Source: an optimization exercise on an open RTL-to-GDS flow (aim: small area). Production flows keep margins and buffers that such runs may drop. RTL that was checked went through simulation tests only; none was proved equivalent to the original. No functional check of the RTL was part of run 1. Power is estimated from default activity; no workload was simulated.

===== design/flow/config.mk =====
export PLATFORM = sky130hd
export DESIGN_NAME = udp_tx_top
export DESIGN_NICKNAME = udp_tx_top
export VERILOG_FILES = /design/flow/design.v
export SDC_FILE = /design/flow/constraint.sdc
export NUM_CORES = 4
export LEC_CHECK = 0
export CAP_MARGIN = 20
export CORE_MARGIN = 2
export CORE_UTILIZATION = 40
export SLEW_MARGIN = 20

===== design/flow/constraint.sdc =====
create_clock -name core_clock -period 6.0 [get_ports {clk}]
set_input_delay 1.2000 -clock core_clock [delete_from_list [all_inputs] [get_ports {clk}]]
set_output_delay 1.2000 -clock core_clock [all_outputs]
set_load 0.01 [all_outputs]

===== design/flow/design.v =====
package udp_tx_pkg;
    localparam int PREAMBLE_LEN = 8;
    localparam int MAC_HDR_LEN  = 14;
    localparam int IP_HDR_LEN   = 20;
    localparam int UDP_HDR_LEN  = 8;
    localparam int HDR_LEN      = MAC_HDR_LEN + IP_HDR_LEN + UDP_HDR_LEN;
    localparam int FCS_LEN      = 4;
    localparam int MIN_PAYLOAD  = 46 - IP_HDR_LEN - UDP_HDR_LEN;
    localparam int LEN_W        = 16;
    localparam int MAX_PAYLOAD  = 1472;
    localparam logic [7:0]  PREAMBLE_BYTE = 8'h55;
    localparam logic [7:0]  SFD_BYTE      = 8'hD5;
    localparam logic [15:0] ETH_TYPE_IPV4 = 16'h0800;
    localparam logic [7:0]  IP_VER_IHL    = 8'h45;
    localparam logic [7:0]  IP_TTL        = 8'd64;
    localparam logic [7:0]  IP_PROTO_UDP  = 8'd17;
    localparam logic [31:0] CRC_POLY_REFL = 32'hEDB8_8320;
    localparam logic [31:0] CRC_INIT      = 32'hFFFF_FFFF;
    typedef enum logic [2:0] {
        PH_IDLE,
        PH_PREAMBLE,
        PH_HEADER,
        PH_PAYLOAD,
        PH_PAD,
        PH_FCS
    } tx_phase_t;
endpackage
`timescale 1ns/1ps
module udp_tx_top (
    input  logic        clk,
    input  logic        rst_n,
    input  logic        i_start,
    input  logic [47:0] i_mac_dst,
    input  logic [47:0] i_mac_src,
    input  logic [31:0] i_ip_src,
    input  logic [31:0] i_ip_dst,
    input  logic [15:0] i_udp_src_port,
    input  logic [15:0] i_udp_dst_port,
    input  logic [15:0] i_payload_len,
    input  logic [7:0]  i_payload,
    output logic        o_payload_req,
    output logic        o_tx_done,
    output logic        o_busy,
    output logic        o_gmii_tx_en,
    output logic [7:0]  o_gmii_txd
);
    localparam logic [31:0] CRC_IDLE = 32'h6F94_6430;
    localparam logic [7:0]  CSUM_HI  = 8'h05;
    localparam logic [7:0]  CSUM_LO  = 8'h2D;
    logic        busy;       
    logic        idle;       
    logic        tl;         
    logic        req_q1;
    logic        req_q2;
    logic [7:0]  pay_q1;
    logic [7:0]  pay_q2;
    logic [10:0] q;          
    logic [10:0] len_q;
    logic [95:0] ring_a;     
    logic [95:0] ring_b;
    logic [7:0]  acc_x;
    logic [7:0]  acc_y;
    logic        acc_c;
    logic [31:0] crc_n;      
    logic        hdr;
    logic [5:0]  p;
    logic        lt;
    logic        ge18;
    logic        last;
    logic        fcs;
    logic        req;
    logic        done;
    logic        sel_a;
    logic [7:0]  rt;
    logic [7:0]  t;
    logic [7:0]  b;
    logic [10:0] len_v;
    logic [31:0] crc;
    logic [31:0] crc_d;
    logic [7:0]  w;
    logic [95:0] mac_all;
    logic [95:0] ipp_all;
    logic [95:0] mac_ring;
    logic [95:0] ipp_ring;
    assign hdr  = &q[10:6];      
    assign p    = q[5:0];
    assign lt   = q < len_q;
    assign ge18 = q >= 11'd18;
    assign last = busy && !tl && !hdr && !lt && ge18;
    assign fcs  = busy && tl && (q[2:0] != 3'd0);
    assign done = busy && tl && q[2];
    assign req  = busy && !tl && lt;
    assign sel_a = (p >= 6'd24) && (p <= 6'd35);
    assign rt    = (sel_a ? ring_a[7:0] : ring_b[7:0]) ^ {8{q[0]}};
    assign len_v = len_q + {6'd0, !p[4], 1'b1, !p[4], 2'd0};
    always_comb begin
        t = 8'h00;
        if (busy) begin
            if (fcs) begin
                t = crc_n[7:0];
            end else if (req_q2) begin
                t = pay_q2;
            end else if (hdr) begin
                case (p)
                    6'd16, 6'd17, 6'd18, 6'd19, 6'd20, 6'd21, 6'd22: t = 8'h55;
                    6'd23: t = 8'hD5;
                    6'd24, 6'd25, 6'd26, 6'd27, 6'd28, 6'd29,
                    6'd30, 6'd31, 6'd32, 6'd33, 6'd34, 6'd35: t = rt;
                    6'd36: t = 8'h08;
                    6'd38: t = 8'h45;
                    6'd40, 6'd62: t = {5'd0, len_v[10:8]};
                    6'd41, 6'd63: t = len_v[7:0];
                    6'd46: t = 8'd64;
                    6'd47: t = 8'd17;
                    6'd48, 6'd49: t = ~acc_x;
                    6'd50, 6'd51, 6'd52, 6'd53, 6'd54, 6'd55,
                    6'd56, 6'd57, 6'd58, 6'd59, 6'd60, 6'd61: t = rt;
                    default: t = 8'h00;
                endcase
            end
        end
    end
    always_comb begin
        case (p)
            6'd15, 6'd16, 6'd17, 6'd18, 6'd19, 6'd20, 6'd21, 6'd38: b = rt;
            6'd22:   b = CSUM_HI;
            6'd23:   b = CSUM_LO;
            default: b = 8'h00;
        endcase
    end
    assign crc = ~crc_n;
    assign w   = fcs ? 8'h00 : (crc[7:0] ^ t);
    logic [31:0] tw;
    logic s8, s9, s10, s11, s12, s13, s14, s15, s16, s17, s18, s19, s20, s21, s22, s23, s24, s25, s26, s27, s28, s29, s30, s31, s32, s33, s34, s35, s36, s37, s38, s39, s40, s41, s42, s43, s44, s45, s46;
    assign s8 = w[0] ^ w[1];
    assign s9 = w[2] ^ w[3];
    assign s10 = w[4] ^ w[5];
    assign s11 = w[6] ^ w[7];
    assign s12 = w[0] ^ w[6];
    assign s13 = w[1] ^ w[7];
    assign s14 = w[2] ^ s10;
    assign s15 = w[3] ^ w[4];
    assign s16 = w[5] ^ s8;
    assign s17 = w[0] ^ w[4];
    assign s18 = w[1] ^ w[2];
    assign s19 = w[1] ^ s11;
    assign s20 = w[3] ^ s10;
    assign s21 = w[4] ^ s8;
    assign s22 = w[5] ^ s9;
    assign s23 = w[7] ^ s14;
    assign s24 = s11 ^ s15;
    assign s25 = w[0] ^ w[3];
    assign s26 = w[0] ^ s23;
    assign s27 = w[5] ^ s12;
    assign s28 = w[5] ^ s18;
    assign s29 = w[6] ^ s8;
    assign s30 = w[6] ^ s9;
    assign s31 = w[6] ^ s18;
    assign s32 = w[6] ^ s22;
    assign s33 = w[7] ^ s9;
    assign s34 = s8 ^ s11;
    assign s35 = s8 ^ s20;
    assign s36 = s9 ^ s11;
    assign s37 = s9 ^ s12;
    assign s38 = s9 ^ s17;
    assign s39 = s10 ^ s12;
    assign s40 = s11 ^ s16;
    assign s41 = s13 ^ s15;
    assign s42 = s13 ^ s20;
    assign s43 = s14 ^ s29;
    assign s44 = s16 ^ s30;
    assign s45 = s19 ^ s22;
    assign s46 = s21 ^ s36;
    assign tw[0] = crc[8] ^ w[2];
    assign tw[1] = crc[9] ^ s25;
    assign tw[2] = crc[10] ^ s21;
    assign tw[3] = crc[11] ^ s28;
    assign tw[4] = crc[12] ^ s37;
    assign tw[5] = crc[13] ^ s41;
    assign tw[6] = crc[14] ^ s10;
    assign tw[7] = crc[15] ^ s27;
    assign tw[8] = crc[16] ^ s19;
    assign tw[9] = crc[17] ^ w[7];
    assign tw[10] = crc[18] ^ w[2];
    assign tw[11] = crc[19] ^ w[3];
    assign tw[12] = crc[20] ^ s17;
    assign tw[13] = crc[21] ^ s16;
    assign tw[14] = crc[22] ^ s31;
    assign tw[15] = crc[23] ^ s33;
    assign tw[16] = crc[24] ^ s38;
    assign tw[17] = crc[25] ^ s35;
    assign tw[18] = crc[26] ^ s43;
    assign tw[19] = crc[27] ^ s45;
    assign tw[20] = crc[28] ^ s24;
    assign tw[21] = crc[29] ^ s23;
    assign tw[22] = crc[30] ^ s32;
    assign tw[23] = crc[31] ^ s24;
    assign tw[24] = s26;
    assign tw[25] = s44;
    assign tw[26] = s46;
    assign tw[27] = s42;
    assign tw[28] = s39;
    assign tw[29] = s40;
    assign tw[30] = s34;
    assign tw[31] = s13;
    assign crc_d = busy ? tw : CRC_IDLE;
    assign mac_all = {i_mac_dst, i_mac_src};
    assign ipp_all = {i_ip_src, i_ip_dst, i_udp_src_port, i_udp_dst_port};
    always_comb begin
        for (int s = 0; s < 12; s++) begin
            mac_ring[8*s +: 8] = mac_all[95 - 8*((s + 3) % 12) -: 8];
            ipp_ring[8*s +: 8] = ipp_all[95 - 8*((s + 1) % 12) -: 8];
        end
    end
    always_ff @(posedge clk or negedge rst_n) begin
        if (!rst_n) begin
            busy   <= 1'b0;
            idle   <= 1'b1;
            req_q1 <= 1'b0;
            req_q2 <= 1'b0;
        end else begin
            busy   <= busy ? !done : i_start;
            idle   <= busy ? done : !i_start;
            req_q1 <= req;
            req_q2 <= req_q1;
        end
    end
    always_ff @(posedge clk) begin
        pay_q1 <= i_payload;
        pay_q2 <= pay_q1;
        crc_n  <= ~crc_d;
        len_q  <= (len_q & {11{busy}}) | (i_payload_len[10:0] & {11{idle}});
        ring_a <= ~(({ring_a[7:0], ring_a[95:8]} | {96{idle}}) & (mac_ring | {96{busy}}));
        ring_b <= ~(({ring_b[7:0], ring_b[95:8]} | {96{idle}}) & (ipp_ring | {96{busy}}));
        if (!busy) begin
            q     <= 11'd1999;
            tl    <= 1'b0;
            acc_x <= i_payload_len[7:0];
            acc_y <= {5'b10000, i_payload_len[10:8]};
            acc_c <= 1'b0;
        end else begin
            q     <= last ? 11'd0 : q + 11'd1;
            tl    <= tl | last;
            acc_x <= acc_y;
            {acc_c, acc_y} <= {1'b0, acc_x} + {1'b0, b} + {8'd0, acc_c};
        end
    end
    assign o_busy        = busy;
    assign o_payload_req = req;
    assign o_tx_done     = done;
    assign o_gmii_tx_en  = busy && !(hdr && p == 6'd15);
    assign o_gmii_txd    = t;
endmodule

===== design/flow/flow/run.sh =====
#!/bin/bash
# The standard flow; port buffers of the smallest buffer, cells shrunk to their smallest
# variant after floorplan, a clock tree of clkbuf_8 without dummy loads
bash standard.sh finish "BUFFER_PORTS_ARGS=-buffer_cell sky130_fd_sc_hd__buf_1" \
  "POST_FLOORPLAN_TCL=$PWD/flow/downsize.tcl" \
  "CTS_ARGS=-sink_clustering_enable -repair_clock_nets -dont_use_dummy_load -buf_list sky130_fd_sc_hd__clkbuf_8 -sink_clustering_size 20 -sink_clustering_max_diameter 60" > standard.log 2>&1

===== design/flow/flow/downsize.tcl =====
# after floorplan: give every standard cell the smallest-area variant of its function;
# the placement and clock-tree repair steps then size up what timing and slew need
set db [ord::get_db]
set dont_use {}
if { [info exists ::env(DONT_USE_CELLS)] } { set dont_use $::env(DONT_USE_CELLS) }
array set best {}
foreach lib [$db getLibs] {
  foreach m [$lib getMasters] {
    set n [$m getName]
    if { ![regexp {^(sky130_fd_sc_hd__[a-z0-9]+)_([0-9]+)$} $n -> base sz] } { continue }
    set skip 0
    foreach p $dont_use { if { [string match $p $n] } { set skip 1 } }
    if { $skip } { continue }
    set a [expr { [$m getWidth] * [$m getHeight] }]
    if { ![info exists best($base)] || $a < [lindex $best($base) 0] || ($a == [lindex $best($base) 0] && $sz > [lindex $best($base) 1]) } {
      set best($base) [list $a $sz $m]
    }
  }
}
set n_swapped 0
foreach inst [[ord::get_db_block] getInsts] {
  set m [$inst getMaster]
  if { ![regexp {^(sky130_fd_sc_hd__[a-z0-9]+)_([0-9]+)$} [$m getName] -> base sz] } { continue }
  if { ![info exists best($base)] } { continue }
  set nm [lindex $best($base) 2]
  if { [$nm getName] ne [$m getName] } {
    $inst swapMaster $nm
    incr n_swapped
  }
}
puts "downsize: $n_swapped instances swapped to their smallest variant"

===== design/flow/standard.sh =====
#!/bin/bash
# synth_recipe.tcl (not shown) runs the flow's synth.tcl, then flattens the netlist and writes it again
# the make line also repeats each setting of config.mk as NAME=value (left out here)
make -C /OpenROAD-flow-scripts/flow DESIGN_CONFIG=/design/flow/config.mk WORK_HOME=/design/flow/orfs CLKGATE_MAP_FILE= SYNTH_SCRIPT=/design/flow/synth_recipe.tcl "${@:-finish}"

==> run summary, run 1 <==
Yosys
The share of the Yosys chip area taken by registers is 52.7%. The net count of the mapped netlist is 1285. The post-synth design cell area is 10800 um^2. Summing the areas of all xor and xnor instances in the mapped netlist gives a little over 7% of the synthesized area. Synthesis handed over a netlist of 1039 instances. Ranked by instance count, the synthesized netlist is headed by 280 x dfxtp_1, 193 x o22ai_1, 56 x nand2_1.

By area the synthesized netlist is led by dfxtp_1 52%, o22ai_1 11%, xnor2_1 3.8%. The number of unique standard cell types used by synthesis is around 90. After Yosys synthesis, full adders, half adders and majority gates account for 3.26% of the synthesized area. The largest area contributor in the synthesized netlist is dfxtp_1. Of all flip-flops after synthesis, the portion carrying an async set or reset was 1.41%. After synthesis, the share of cell area in mux cells is 2.55%. The top cell type's share of synthesized area is roughly half. The synthesis warning total is 1. The synthesized flop and latch total is 284. The post-synthesis area per instance is between 10 and 15 um^2. The most used flip-flop cell after synthesis is dfxtp_1. The cell with the most instances after synthesis is dfxtp_1. Summing the areas of all compound-gate instances in the mapped netlist gives 20.6% of the synthesized area. By area, the combinational part of the netlist is dominated by compound AO/OA/AOI/OAI gates. The number of flops mapped to enable cells by yosys is 0. Of the total synthesized cell area, the portion taken by AND, OR, NAND and NOR gates is 9.99%.

Hold path
The path class of the tightest hold or removal check is flip-flop to flip-flop.

Die
The die area is 28400 um^2. The die extent in x is 169 um. In this run the count of I/O pins placed on the die edge is 231. The floorplan step defined a core boundary enclosing 26700 um^2. The floorplan die height is 169 um. The total number of placement rows is 60. The initial standard-cell utilization of the core is 40.5%.

STA
Setup repair after global routing left no endpoint under its margin. Static timing analysis puts the maximum clock frequency at 0.192 GHz. For the pin with the worst max-slew slack, the measured transition is 939 ps. The worst setup margin is 795 ps. The number of hold-slack violations in the final timing report is 0.

Headroom to the max-slew limit came out at a little under two fifths. Hold timing on the final database bottoms out at a slack of 328 ps. The final critical delay including setup and external delays is 5210 ps.

In the finished design, the share of the clock period the worst path needs comes to 86.8%. The post-route setup TNS is 0 ps. On the final layout, the worst clock skew is 85.7 ps.

The number of max-slew violations in the final report was 0. The total setup violations reported at the end of the flow is 0.

Power
VDD sags by at most 0.298 mV. The clock network burns 11.6% of the power. For this design the static power due to leakage is 4.55 nW. Of the total power, the share spent switching nets is 38.5%. Cell internal power was estimated by the tool at 0.00506 W.

For this design the total switching power over the nets is around 0.0032 W. The total power density per cell area is 686 nW/um^2. The part of the total power dissipated in combinational logic is 45.7%. Registers are responsible for 42.7% of the overall power.

Place
The half-perimeter wire length after detailed placement is about 20 mm. OpenSTA, run right after detailed placement, puts the worst setup slack at 1190 ps. The global placer's final weighted congestion is 0.891. The instance count after placement with tap cells included is 1542. The number of input and output port buffers inserted is 225.

After detailed placement, the total cell area comes to between 10000 and 15000 um^2.

Finish
The count of nets after finishing is around 1500. Fill cells in the final layout number 2610. The post-route standard cell area excluding fillers is 12000 um^2. The layout cell share with drive strength beyond 1 is 7.34%. From synthesis to final layout, the design area changed by 10.8%. The number of cells in the finished layout apart from fillers is between 1500 and 2000.

Setup path
The largest stage delay on the critical path is 740 ps. The kind of launch point of the worst setup path is a flip-flop. The critical path goes through inv_2, ha_1, o21bai_1, a2111oi_0, or3_1, o41a_1, o21ai_1, a31o_2, a21oi_1, buf_1. The critical path's top delay family is compound AO/OA/AOI/OAI gates. The endpoint class of the critical path is an output pin. The required time at the endpoint of the critical path is 4800 ps.

The worst path buffer plus inverter count is 2. By startpoint and endpoint, the worst setup path is classified as flip-flop to output pin. The arrival time at the worst endpoint is 4010 ps.

The master of the slowest instance on the critical path is a2111oi_0. In this run the worst path has a maximum fanout of 17.

Global route
Entering global routing, the biggest net connects roughly 110 pins. The initial antenna violation count was 2. After global routing the overflow that remains totals 0. Global routing consumed, over all layers together, 19.1% of the routing resources. The via count of the first global-routing pass is 8109.

The first-pass GRT wire length is 43.4 mm.

Route
Once detail routing completed, the nets flagged for antenna violations numbered 0. The DRC violation count after routing is 0. The detail-routed via count per cell is between 5 and 6. Before antenna repair, the detailed router went through 6 iterations. The routed layout has 8297 vias. The average detailed-routed wire length per instance is 17.8 um. After detailed routing, the total wire length is 27.9 mm. The initial detailed-routing violation count is 476.

Clock tree
The hold-fix buffer count after cts is 0. Buffers inserted during clock tree synthesis total 25. Counting along the longest clock path gives a buffer depth of 3. In this run the post-CTS setup repair buffer count came out at 0. The clock tree root buffer cell is clkbuf_8. TritonCTS built the clock tree. Post-CTS repair changed the size of 0 cells.

The clock transition at the registers of the reported paths is 110 ps. In this run the number of H-tree levels came out at 1. The later-pin clock latency in the skew report is 600 ps. Counting every sink on the clock net gives between 200 and 300.

Outcome
The flow ran to the end and the layout has no timing, DRC or antenna violations.

Flow run
The number of max-capacitance violations reported is 0.
==> metrics by stage <==
stage / util, % / total power, W
2_1_floorplan: - / 0.00650
3_3_place_gp: 43.6 / 0.00722
3_5_place_dp: 43.6 / 0.00732
4_1_cts: 44.9 / 0.00830
5_1_grt: 44.9 / 0.00890
6_report: 44.9 / 0.00823
==> worst paths after layout <==
kind | startpoint | to | slack (ps) | depth (start not counted)
max | q[0] | o_gmii_txd[2] | 790 | 10
min | pay_q1[2] | pay_q2[2] | 330 | 0
max reg2reg | q[0] | crc_n[21] | 1220 | 11
min reg2reg | pay_q1[2] | pay_q2[2] | 330 | 0
max in group asynchronous | rst_n | idle | 5300 | 1
min in group asynchronous | rst_n | busy | 460 | 1
==> flip-flops by register name (all words and copies together) (netlist names), 8 cells and up <==
signal,count
crc_n,32
pay_q2,8
ring_b,96
len_q,11
ring_a,96
pay_q1,8
acc_x,8
acc_y,8
q,11
==> per-layer routing <==
metal	vias up	global-route usage, %	wire [um]
met5	-	0	11
met3	50	5.03	1990
met2	250	29.8	12300
met1	3844	26.1	12900
li1	4151	-	-
met4	2	5.55	723
==> cells in the final DEF (no fill, tap or decap), types with 30 or more instances in the layout <==
| cell type | netlist | final |
|---|---|---|
| a21oi_1 | 29 | 30 |
| o21ai_1 | 4 | 36 |
| nor2_1 | 42 | 42 |
| nand2_1 | 56 | 56 |
| xnor2_1 | 47 | 50 |
| dfxtp_1 | 280 | 280 |
| buf_1 | 7 | 225 |
| o22ai_1 | 193 | 194 |
==> power groups by stage <==
| stage | Combinational (W) | Sequential, W | Clock (W) |
|---|---|---|---|
| after floorplan | 0.00329 | 0.00321 | 0 |
| after global placement | 0.00367 | 0.00355 | 0 |
| after detailed placement | 0.00376 | 0.00356 | 0 |
| after CTS | 0.00378 | 0.00353 | 0.00100 |
| after global routing | 0.00421 | 0.00362 | 0.00106 |
| final | 0.00376 | 0.00352 | 0.000958 |
==> cell type report <==
class,instances,area [um^2],area share [%]
Sequential cell,284,5710,47.6
Multi-Input combinational cell,657,4490,37.4
Timing Repair Buffer,235,923,7.70
Tap cell,341,427,3.56
Clock buffer,25,344,2.87
Inverter,25,93.8,0.782
Antenna cell,1,2.50,0.0209
==> worst reg2reg max path, delay by kind of cell, from the launching register on <==
kind | cells | cell delay, ps
adders and majority gates | 1 | 380
DFF | 1 | 670
buffers and inverters | 1 | 220
and+or+nand+nor | 1 | 310
xor gates and xnor gates | 2 | 940
AOI/OAI and AO/OA | 5 | 1800
muxes | 1 | 360
==> cell families (layout without fill, tap and decap cells) <==
| family | count (synthesis) | in the layout |
|---|---|---|
| AO/OA/AOI/OAI | 334 | 334 |
| XOR/XNOR | 72 | 72 |
| adder cells (fa/ha/maj) | 27 | 27 |
| buffers and inverters | 98 | 285 |
| flip-flops | 284 | 284 |
| multiplexers | 24 | 24 |
| other | 0 | 1 |
| AND/OR/NAND/NOR | 200 | 200 |
==> run 2, diff against run 1 <==
--- a/design/flow/design.v
+++ b/design/flow/design.v
@@ -84,7 +84,25 @@
     logic [95:0] ipp_ring;
     assign hdr  = &q[10:6];      
     assign p    = q[5:0];
-    assign lt   = q < len_q;
+    logic [11:0] lt_c;
+    logic [10:0] q_inc;
+    logic [10:0] inc_c;
+    logic [10:0] len_k;
+    logic [11:0] len_c;
+    always_comb begin
+        lt_c[0]  = 1'b0;
+        inc_c[0] = 1'b1;
+        len_c[0] = 1'b0;
+        len_k    = {6'd0, !p[4], 1'b1, !p[4], 2'd0};
+        for (int i = 0; i < 11; i++) begin
+            lt_c[i+1] = (!q[i] & len_q[i]) | (!(q[i] ^ len_q[i]) & lt_c[i]);
+            q_inc[i]  = q[i] ^ inc_c[i];
+            if (i < 10) inc_c[i+1] = q[i] & inc_c[i];
+            len_v[i]   = len_q[i] ^ len_k[i] ^ len_c[i];
+            len_c[i+1] = (len_q[i] & len_k[i]) | (len_q[i] & len_c[i]) | (len_k[i] & len_c[i]);
+        end
+    end
+    assign lt   = lt_c[11];
     assign ge18 = q >= 11'd18;
     assign last = busy && !tl && !hdr && !lt && ge18;
     assign fcs  = busy && tl && (q[2:0] != 3'd0);
@@ -92,7 +110,6 @@
     assign req  = busy && !tl && lt;
     assign sel_a = (p >= 6'd24) && (p <= 6'd35);
     assign rt    = (sel_a ? ring_a[7:0] : ring_b[7:0]) ^ {8{q[0]}};
-    assign len_v = len_q + {6'd0, !p[4], 1'b1, !p[4], 2'd0};
     always_comb begin
         t = 8'h00;
         if (busy) begin
@@ -127,6 +144,14 @@
             6'd23:   b = CSUM_LO;
             default: b = 8'h00;
         endcase
+    end
+    logic [7:0] acc_s;
+    logic [7:0] acc_co;
+    always_comb begin
+        for (int i = 0; i < 8; i++) begin
+            acc_s[i]  = acc_x[i] ^ b[i] ^ (i == 0 ? acc_c : acc_co[i == 0 ? 0 : i-1]);
+            acc_co[i] = (acc_x[i] & b[i]) | ((acc_x[i] ^ b[i]) & (i == 0 ? acc_c : acc_co[i == 0 ? 0 : i-1]));
+        end
     end
     assign crc = ~crc_n;
     assign w   = fcs ? 8'h00 : (crc[7:0] ^ t);
@@ -239,10 +264,10 @@
             acc_y <= {5'b10000, i_payload_len[10:8]};
             acc_c <= 1'b0;
         end else begin
-            q     <= last ? 11'd0 : q + 11'd1;
+            q     <= last ? 11'd0 : q_inc;
             tl    <= tl | last;
             acc_x <= acc_y;
-            {acc_c, acc_y} <= {1'b0, acc_x} + {1'b0, b} + {8'd0, acc_c};
+            {acc_c, acc_y} <= {acc_co[7], acc_s};
         end
     end
     assign o_busy        = busy;
==> run 2 against run 1 <==
Net effect:
- via count shrank 6.8%
- cell count shrank 5.1%
- sequential cell count is the same
- critical path depth grew 8
- die area shrank 4.5%
- first-iteration DRC count grew 1.5%
- maximum frequency shrank 3.2%
- largest cell class unchanged
- highest routed layer is now met4
==> run summary, run 2 <==
STA
The clock skew after layout is 116 ps (was 85.7 ps). The transition at the pin with the smallest max-transition slack is 1050 ps (was 939 ps). The number of hold-slack violations in the final timing report is 0 (unchanged). The number of max-slew violations in the final report is 0 (unchanged). The post-route setup TNS came to 0 ps (unchanged).

RSZ-0062 raised after global routing: no (unchanged). The worst setup margin is 625 ps (was 795 ps). The final critical-path share of the clock period is 89.6% (was 86.8%). The total setup violations reported at the end of the flow is 0 (unchanged).

The tightest slew margin relative to the limit is 30.2% (was 37.4%). The maximum frequency from static timing analysis came to 0.186 GHz (was 0.192 GHz). The worst hold margin is 332 ps (was 328 ps).

The final critical delay including setup and external delays is 5370 ps (was 5210 ps).

Yosys
The net count of the mapped netlist came to 1224 (was 1285). The synthesis warning total is 1 (unchanged). The synthesized flop and latch total was 284 (unchanged). The post-synth design cell area was 10300 um^2 (was 10800 um^2).

The most used flip-flop cell after synthesis is dfxtp_1 (unchanged). Top post-synthesis cells by count: 280 x dfxtp_1, 197 x o22ai_1, 61 x clkbuf_1 (was 280 x dfxtp_1, 193 x o22ai_1, 56 x nand2_1). The part of the Yosys area used for sequential elements is 55.3% (was 52.7%). The number of flops mapped to enable cells by yosys is 0 (unchanged).

The post-synthesis async set-or-reset flop share is 1.41% (unchanged). The cell with the most instances after synthesis is dfxtp_1 (unchanged). The number of standard cells after synthesis is 967 (was 1039). The number of unique standard cell types used by synthesis is 73 (was 91). Leading cell types by total area after synthesis: dfxtp_1 54%, o22ai_1 12%, ha_1 3.5% (was dfxtp_1 52%, o22ai_1 11%, xnor2_1 3.8%). The top cell type's share of synthesized area is 54.3% (was 51.8%). The largest area contributor in the synthesized netlist is dfxtp_1 (unchanged). The post-synthesis area per instance is 10.7 um^2 (was 10.4 um^2).

Clock tree
The total setup buffers inserted after CTS is 0 (unchanged). The number of clock sinks seen by CTS is 284 (unchanged). The later-pin clock latency in the skew report is 600 ps (about the same). The hold-fix buffer count after cts is 0 (unchanged). The clock tree root buffer cell is clkbuf_8 (unchanged). The maximum clock insertion buffer count is 3 (unchanged).

The TritonCTS clock tree is built (unchanged). The clock transition at the registers of the reported paths is 100 ps (was 110 ps). The number of buffers added by the clock tree synthesis step is 22 (was 25). The post-cts gate resize count came to 0 (unchanged).

The count of H-tree levels built during CTS is 1 (unchanged).

Setup path
Chain of cells forming the critical path: inv_2, ha_1, a211oi_1, o31a_1, o21a_1, inv_2, a21oi_1, fa_1, inv_2, fa_1, fa_1, fa_1, fa_1, fa_1, fa_1, inv_2, fa_1, nand2_1 (was inv_2, ha_1, o21bai_1, a2111oi_0, or3_1, o41a_1, o21ai_1, a31o_2, a21oi_1, buf_1). The startpoint-to-endpoint class of the critical path was flip-flop to flip-flop (was flip-flop to output pin). The most numerous cell type found on the critical path is fa_1. The required time at the endpoint of the critical path was 6520 ps (was 4800 ps). The largest stage delay on the critical path came to 510 ps (was 740 ps). The endpoint class of the critical path is a flip-flop (was output pin).

The master of the slowest instance on the critical path was dfxtp_1 (was a2111oi_0). The internal reg-to-reg setup slack is 630 ps (was 1220 ps). The worst reg2reg path endpoint is acc_y[7] (was crc_n[21]). The maximum fanout count along the critical path came to 11 (was 17).

The origin of the critical flop-to-flop path is q[0] (unchanged). The arrival time at the worst endpoint is 5900 ps (was 4010 ps). The kind of launch point of the worst setup path was a flip-flop (unchanged). The length in cells of the worst reg-to-reg path came to 18 (was 11).

Finish
Registers with the most flip-flops: ring_a: 96 flops, ring_b: 96 flops, crc_n: 32 flops (unchanged). The most common cell after layout, fill and taps aside is dfxtp_1 (unchanged). The antenna diode count was 0 (was 1). The post-route standard cell area excluding fillers is 11500 um^2 (was 12000 um^2). The final-layout fill cell count came to 2508 (was 2610).

The area growth from synthesis to layout is 11.8% (was 10.8%). The layout cell share with drive strength beyond 1 is 7.25% (was 7.34%). Most frequent cells in the layout: 280 x dfxtp_1, 225 x buf_1, 200 x o22ai_1 (was 280 x dfxtp_1, 225 x buf_1, 194 x o22ai_1). The count of nets after finishing is 1417 (was 1474).

Hold path
The startpoint of the most critical hold path is pay_q1[4] (was pay_q1[2]). The classification of the worst-slack hold path was flip-flop to flip-flop (unchanged). The hold-critical path endpoint is pay_q2[4] (was pay_q2[2]). The cell count of the worst hold path is 0 (unchanged).

Global route
The initial antenna violation count came to 0 (was 2). The largest net degree at the start of global routing is 107 (was 114). The via count of the first global-routing pass is 7560 (was 8109). The first-pass GRT wire length came to 41.6 mm (was 43.4 mm).

The overall fraction of global-route tracks in use is 19.6% (was 19.1%). The total overflow reported by the global router is 0 (unchanged).

Die
The die extent in x was 165 um (was 169 um). The initial standard-cell utilization of the core came to 40.9% (was 40.5%). The floorplan die height is 165 um (was 169 um). The placeable core area is 25300 um^2 (was 26700 um^2). The die area is 27100 um^2 (was 28400 um^2). The total number of placement rows came to 58 (was 60). The number of I/O pins is 231 (unchanged).

Place
The number of input and output port buffers inserted is 225 (unchanged). The post-place setup slack was 606 ps (was 1190 ps). The half-perimeter wire length after detailed placement came to 19.7 mm (was 20.0 mm). The global placer's final weighted congestion is 0.907 (was 0.891). The placed standard-cell area is 11200 um^2 (was 11600 um^2).

Power
The reported leakage power is 4.47 nW (was 4.55 nW). The highest ir drop seen on vdd was 0.332 mV (was 0.298 mV). The total power density per cell area is 683 nW/um^2 (was 686 nW/um^2). The power after layout is 0.00789 W (was 0.00823 W).

Route
The DRC violation count after routing is 0 (unchanged). The total via count after detailed routing is 7734 (was 8297). The average detailed-routed wire length per instance is 18.2 um (was 17.8 um). The number of nets with antenna violations after routing is 0 (unchanged). The post-detailed-routing wire length is 27.1 mm (was 27.9 mm). The initial detailed-routing violation count is 483 (was 476). The detail-routed via count per cell is 5.20 (was 5.29). The detailed-routing iteration count for the pre-antenna-repair pass is 5 (was 6).

Outcome
Result of the run: timing/DRC/antenna clean (unchanged).

Flow run
The number of max-capacitance violations reported is 0 (unchanged).
==> run 2: worst max-delay path by stage <==
| stage | from | to | slack, ps | cells after the start |
|---|---|---|---|---|
| after floorplan | q[0] | acc_y[7] | 930 | 20 |
| after global placement | q[0] | acc_y[7] | 680 | 18 |
| after detailed placement | q[0] | acc_y[7] | 610 | 18 |
| after CTS | q[4] | o_gmii_txd[2] | 590 | 18 |
| after global routing | q[0] | acc_y[7] | 310 | 18 |
| final | q[0] | acc_y[7] | 630 | 18 |
==> run 2: metal layers <==
metal	track usage [%]	vias up	part of all wire, %
li1	-	3879	-
met1	26.4	3594	44
met2	31.3	217	46
met3	5.22	44	6.9
met4	5.26	0	2.6
met5	0	-	0
==> run 2: cell type report <==
class	count	area [um^2]	share of cell area, %
clock buffers	22	303	2.62
inverters	33	124	1.07
repair buffers	238	942	8.16
well taps	330	413	3.58
flip-flops and latches	284	5710	49.5
multi-input cells	581	4050	35.1
==> run 2: cells by family (layout without fill, tap and decap cells) <==
| logic type | Yosys count | count (layout) | share of synthesized area (%) |
|---|---|---|---|
| AOI/OAI and AO/OA | 314 | 314 | 20.4 |
| adders and majority gates | 38 | 38 | 5.26 |
| muxes | 17 | 17 | 1.77 |
| and+or+nand+nor | 145 | 145 | 7.01 |
| buffers and inverters | 102 | 293 | 3.89 |
| xor gates and xnor gates | 67 | 67 | 6.36 |
| DFF | 284 | 284 | 55.3 |
==> run 2: worst max-delay path, delay by kind of cell, from the launching register on <==
| family | cells | cell delay (ps) |
|---|---|---|
| AO/OA/AOI/OAI | 4 | 880 |
| adder cells (fa/ha/maj) | 9 | 3520 |
| AND/OR/NAND/NOR | 1 | 70 |
| flip-flops | 1 | 510 |
| buffers and inverters | 4 | 360 |
==> run 2: per-stage QoR <==
stage	std cells	util, %
after floorplan	967	-
after global placement	1466	44.5
after detailed placement	1466	44.5
after CTS	1488	45.7
after global routing	1488	45.7
final	1488	45.7
==> run 2: report_power, final <==
group / internal, W / leakage [nW] / switching [W] / total (W)
clock network: 0.000329 / 0.158 / 0.000575 / 0.000904
logic: 0.00158 / 1.90 / 0.00191 / 0.00349
registers: 0.00290 / 2.41 / 0.000587 / 0.00349
total: 0.00481 / 4.47 / 0.00307 / 0.00789

-- static timing again, ports no longer ideal --
How much do the figures lean on ideal ports? The routed layouts below were timed once more, with nothing changed but the port constraints.
Step 1, drivers: a clkbuf_16 drives clk and a buf_2 each remaining input, both assumed.
Step 2 moves the port delays by t, midway between the first and last clock arrival at a register: inputs arrive t later, outputs are due t later. That takes back most of the time a late clock gives input paths.
Slacks: ideal ports / drivers / drivers and shift; pairs: ideal ports / drivers.
| run | t, ns | setup slack, ns | slew at the worst register clock pin (ns) |
|---|---|---|---|
| run 1 | 0.600 | 0.795 / 0.753 / 1.219 | 0.11 / 0.11 |
| run 2 | 0.583 | 0.625 / 0.581 / 0.625 | 0.12 / 0.12 |
After both steps every run listed still meets setup and hold.
